This design comes from an exercise in tuning for small area, a short achievable clock period and few clock cycles on the open sky130 flow, not from production work. In this exercise RTL edits were held to simulation tests only and were not proved equivalent to the original.

## flow/design.v (module list and top-level ports; edited modules follow where they fit)
// module qcrl_sine_rom: 268 lines
// module qcrl_ctrl: 32 lines
// module qcrl_gain_unit: 438 lines
// module qcrl_mix_mul: 365 lines
// module qcrl_phase_error: 418 lines
// module qcrl_avg_update: 205 lines
// module qcrl_freq_sum: 139 lines
// module qcrl_add3_32: 74 lines
// module qpsk_carrier_recovery_loop: 528 lines
module qpsk_carrier_recovery_loop
#(
    parameter int SAMPLE_WIDTH = 16
)
(
    input  logic                           clk,
    input  logic                           rst_n,
    input  logic                           in_valid,
    output logic                           in_stall,
    input  logic                           opcode,
    input  logic signed [SAMPLE_WIDTH-1:0] sample_re,
    input  logic signed [SAMPLE_WIDTH-1:0] sample_im,
    input  logic signed [SAMPLE_WIDTH-1:0] cosample_im,
    output logic                           out_valid,
    input  logic                           out_stall,
    output logic signed [SAMPLE_WIDTH-1:0] mixed_re,
    output logic signed [SAMPLE_WIDTH-1:0] mixed_im,
    output logic signed [31:0]             freq_estimate,
    output logic                           locked,
    output logic                           locked_once,
    input  logic                           cfg_write,
    input  logic [1:0]                     cfg_index,
    input  logic [31:0]                    cfg_data
);
  // ...
==> flow/run.sh <==
#!/bin/bash
# synth_recipe.tcl (not shown) runs the flow's synth.tcl, then flattens the netlist and writes it again
# the make line also repeats each setting of config.mk as NAME=value (left out here)
make -C /OpenROAD-flow-scripts/flow DESIGN_CONFIG=/design/flow/config.mk WORK_HOME=/design/flow/orfs CLKGATE_MAP_FILE= SYNTH_SCRIPT=/design/flow/synth_recipe.tcl finish
==> flow/config.mk <==
export PLATFORM = sky130hd
export DESIGN_NAME = qpsk_carrier_recovery_loop
export DESIGN_NICKNAME = qpsk_carrier_recovery_loop
export VERILOG_FILES = /design/flow/design.v
export SDC_FILE = /design/flow/constraint.sdc
export NUM_CORES = 4
export LEC_CHECK = 0
export CAP_MARGIN = 20
export CORE_MARGIN = 2
export CORE_UTILIZATION = 50
export PLACE_DENSITY = 0.7
export SETUP_SLACK_MARGIN = 5
export SLEW_MARGIN = 20
export SYNTH_MEMORY_MAX_BITS = 32768
==> flow/constraint.sdc <==
create_clock -name core_clock -period 12.0 [get_ports {clk}]
set_input_delay 2.4000 -clock core_clock [delete_from_list [all_inputs] [get_ports {clk}]]
set_output_delay 2.4000 -clock core_clock [all_outputs]
set_load 0.01 [all_outputs]
==> flow_summary.toml, run 1 <==
[finish]
nonClkBufAreaFrac = 0.0301
fin_util = 0.541
inverters = 1352
layout_commonest_cell = "inv_1"
design.seq.count = 961
final_cells = 13932
fin_nets = 12747
drive_gt1_frac = 0.0576
fin_area_um2 = 114000

[sta]
slew_headroom = 0.211
slew_viol_final = 0
tightestPinTransition_ps = 1180

[clock_network]
cts_buffer_depth = 3
cts_buffers = 108

[synthesis]
ys_top_cells_by_area = "edfxtp_1, fa_1, ha_1"
yosys_warnings = 3
syn_inst = 11377
synth_compound_area_frac = 0.188
synthArstFlopShare = 0.315

[critical_path]
worst-path-buf-inv = 5
crit_fanout = 53
crit_family = "buffers and inverters"
crit_end = "in_stall"
r2r_slack_ps = 5150

[floorplanning]
coreArea_um2 = 210000
die_x_um = 464
initial_core_util = 0.504
pin_count = 156

[drt]
wl_met2_mm = 154
num_vias = 87532

[global_routing]
track_usage = 0.316
use_met1 = 0.429
grt_pass1_vias = 85720
met3_usage = 0.0752

[status]
status = "no timing/DRC/antenna violations"

[job]
drv_cap = 0

[placement]
port_buffers = 155

[min_path]
min_path_cells = 0
Testbench counts, summed over its fixed seeds: cycles 3,264.
==> run 2, diff against run 1 <==
--- a/flow/config.mk
+++ b/flow/config.mk
@@ -9,4 +9,7 @@
 export CORE_MARGIN = 2
 export CORE_UTILIZATION = 50
+export CTS_BUF_LIST = sky130_fd_sc_hd__clkbuf_8 sky130_fd_sc_hd__clkbuf_16
+export CTS_CLUSTER_DIAMETER = 80
+export CTS_CLUSTER_SIZE = 25
 export PLACE_DENSITY = 0.7
 export SETUP_SLACK_MARGIN = 5
==> run 2 against run 1 <==
  * Still clean on timing, DRC and antenna
  * Sequential cell count stayed put
  * Area after synthesis stayed put
  * Die area stayed put
  * Utilization is 0.42 points lower
  * Worst setup slack worse by 26 ps
  * Critical endpoint is now gadd_a[32]
  * Largest cell class unchanged
  * Highest routed layer unchanged
==> flow_summary.toml, run 2 <==
[placement]
post-dp-hpwl_mm = 261
gp_congestion = 0.991
port_buffers = 155
place_area_um2 = 109000
dp_slack_ps = 4220
place_inst = 13664

[floorplanning]
die_x_um = 464
coreArea_um2 = 210000
pin_count = 156
std_cell_rows = 168
die_area_um2 = 216000
die_h_um = 464
initial_core_util = 0.504

[clock_network]
cts_tree = "built"
cts-root-buf = "clkbuf_16"
cts.sinks = 961
clk_pin_slew_ps = 100
clk_latency_ps = 780
cts_buffer_depth = 3
cts_buffers = 75
htree_num_levels = 3

[global_routing]
grt_pass1_vias = 85552
globalRouteOverflowTotal = 0
track_usage = 0.315
grt_pass1_wl_mm = 530
antenna_found_initial = 10
grt_max_degree = 149

[drt]
num_vias = 87258
viasPerCell = 6.30
finalWirelength_mm = 348
drt-pass1-iter-count = 11
dr.first_iter.drc_count = 11135
ant_nets = 0
post_drt_wl_per_cell_um = 25.1
remaining_drc_errors = 0

[synthesis]
yosys.area.top_type = "edfxtp_1"
synthArstFlopShare = 0.315
synthTopCellsByCount = "inv_1, nand2_1, xnor2_1"
synth-seq-area-share = 0.258
syn_inst = 11377
yosys_warnings = 3
yosysUniqueCellTypes = 98
synth_enable_flop_cells = 658
syn-cell-area_um2 = 106000
ys_top_cells_by_area = "edfxtp_1, fa_1, ha_1"
synth.most_common_cell = "inv_1"
synthFlopType = "edfxtp_1"
synth.top_cell.area_share = 0.187
synth_nets = 13098
postSynthAreaPerCell_um2 = 9.31
ys_ff_latch = 961

[sta]
fin_crit_sh = 0.576
slew_headroom = 0.207
setup_slack_ps = 5090
clock-skew-final_ps = 47.2
finalHoldViolations = 0
rsz0062_at_grt = "true"
finalCriticalPeriod_ps = 6910
slew_viol_final = 0
max_freq_mhz = 145
tightestPinTransition_ps = 1190
fin_tns_setup_ps = 0
setup_viol = 0

[critical_path]
path_cells = "a22o_1, a221oi_1, xnor2_1, fa_2, fa_1, fa_1, fa_1, inv_1, ha_1, a21o_1, a21o_1, a221oi_1, o21ai_1, nor4_2, o31ai_2, buf_4, and3_1, o41a_1, a21oi_2, o21bai_1, xnor2_1, and2_1"
arrival_ps = 7420
path_class = "reg -> reg"
crit_path_frequent_cell = "fa_1"
endpoint_kind = "register"
worstSetupStartpointType = "register"
slowest_stage = "dfrtp_1"
slowest_delay_ps = 640
cp.required_ps = 12510
crit_fanout = 17

[finish]
layout_commonest_cell = "inv_1"
largest_register_ffs = 66
most-common-layout-cells = "inv_1, nand2_1, xnor2_1"
fill_cells = 18768
multi_input_area_um2 = 70700
final_cells = 13859
drive_gt1_frac = 0.0537
fin_nets = 12710
area_growth_pct = 6.49
fin_util = 0.537
seq_area_um2 = 27400
fin_area_um2 = 113000

[job]
drv_cap = 0

[status]
status = "no timing/DRC/antenna violations"

[min_path]
worstHoldPathType = "reg -> reg"
## run 2: metal layers
metal,GRT usage,vias up,wire length (um)
met5,0,-,64
met4,0.118,10,14500
met3,0.0738,898,37300
met2,0.490,4764,154000
met1,0.428,42763,142000
li1,-,38823,-
## run 2: layout make-up
class	instances	share of cell area
Tap cell	2805	0.0311
Multi-Input combinational cell	8235	0.626
Inverter	1352	0.0451
Antenna cell	3	0.0000665
Clock inverter	60	0.00739
Clock buffer	79	0.0174
Sequential cell	961	0.243
Timing Repair Buffer	364	0.0300
## run 2: logic make-up after synthesis
| family | share of synthesized area |
|---|---|
| compound gates | 0.188 |
| xor+xnor | 0.100 |
| fa+ha+maj | 0.253 |
| buf+inv | 0.0778 |
| flops | 0.258 |
| mux | 0.0206 |
| simple gates | 0.102 |
## run 2: worst paths after layout
| check | start | endpoint | slack, ps | cells after the start |
|---|---|---|---|---|
| worst max-delay path | alpha_reg[14] | gadd_a[32] | 5090 | 22 |
| worst min-delay path | sn4 | sn5 | 410 | 0 |
| worst max register to register | alpha_reg[14] | gadd_a[32] | 5090 | 22 |
| worst min register to register | sn4 | sn5 | 410 | 0 |
| max in group asynchronous | rst_n | freq_prev[0] | 8150 | 3 |
| min in group asynchronous | rst_n | beta3_reg[33] | 1710 | 1 |
## run 2: per-stage QoR
stage	hold WS, ps
after detailed placement	405
after global routing	418
after CTS	405
final	411
after floorplan	400
after global placement	403
## run 2: what timing repair did
action / 4_1_cts / 5_1_grt
pin swaps: 1 / 9
hold buffers: 0 / 0
gates resized for setup: 16 / 56
cloned: 0 / 0
setup buffers: 3 / 48
endpoints found under the setup margin: 55 / 55
## run 2: worst max-delay path, delay by kind of cell (launching register included)
family	cells	cell delay [ps]
buffers and inverters	2	230
AO/OA/AOI/OAI	10	2280
XOR/XNOR	2	390
flip-flops	1	640
AND/OR/NAND/NOR	3	710
adder cells (fa/ha/maj)	5	2400

[separate check: timing with driven ports]
In the flow no input, the clock included, has a driving cell. The finished layouts below were timed again as built, in two steps.
Step 1, drivers: a clkbuf_16 drives clk and a buf_2 each remaining input, both assumed.
Step 2 also shifts input and output timing later by t, the mid clock arrival at the registers, as if the neighbouring blocks saw the same clock.
Three values: ideal, step 1, step 2; two values: the first two.
run | t (ns) | slack for setup (ns) | latest minus earliest clock arrival (ns) | worst register clock-pin slew, ns
run 1 | 0.855 | 5.115 / 5.092 / 4.790 | 0.062 / 0.062 | 0.07 / 0.07
run 2 | 0.841 | 5.089 / 5.089 / 4.776 | 0.062 / 0.062 | 0.10 / 0.10
After both steps setup and hold are still met in every run listed. The setup slack of run 1, which loses most, moves by -0.023 ns with the drivers and by -0.325 ns with both steps.
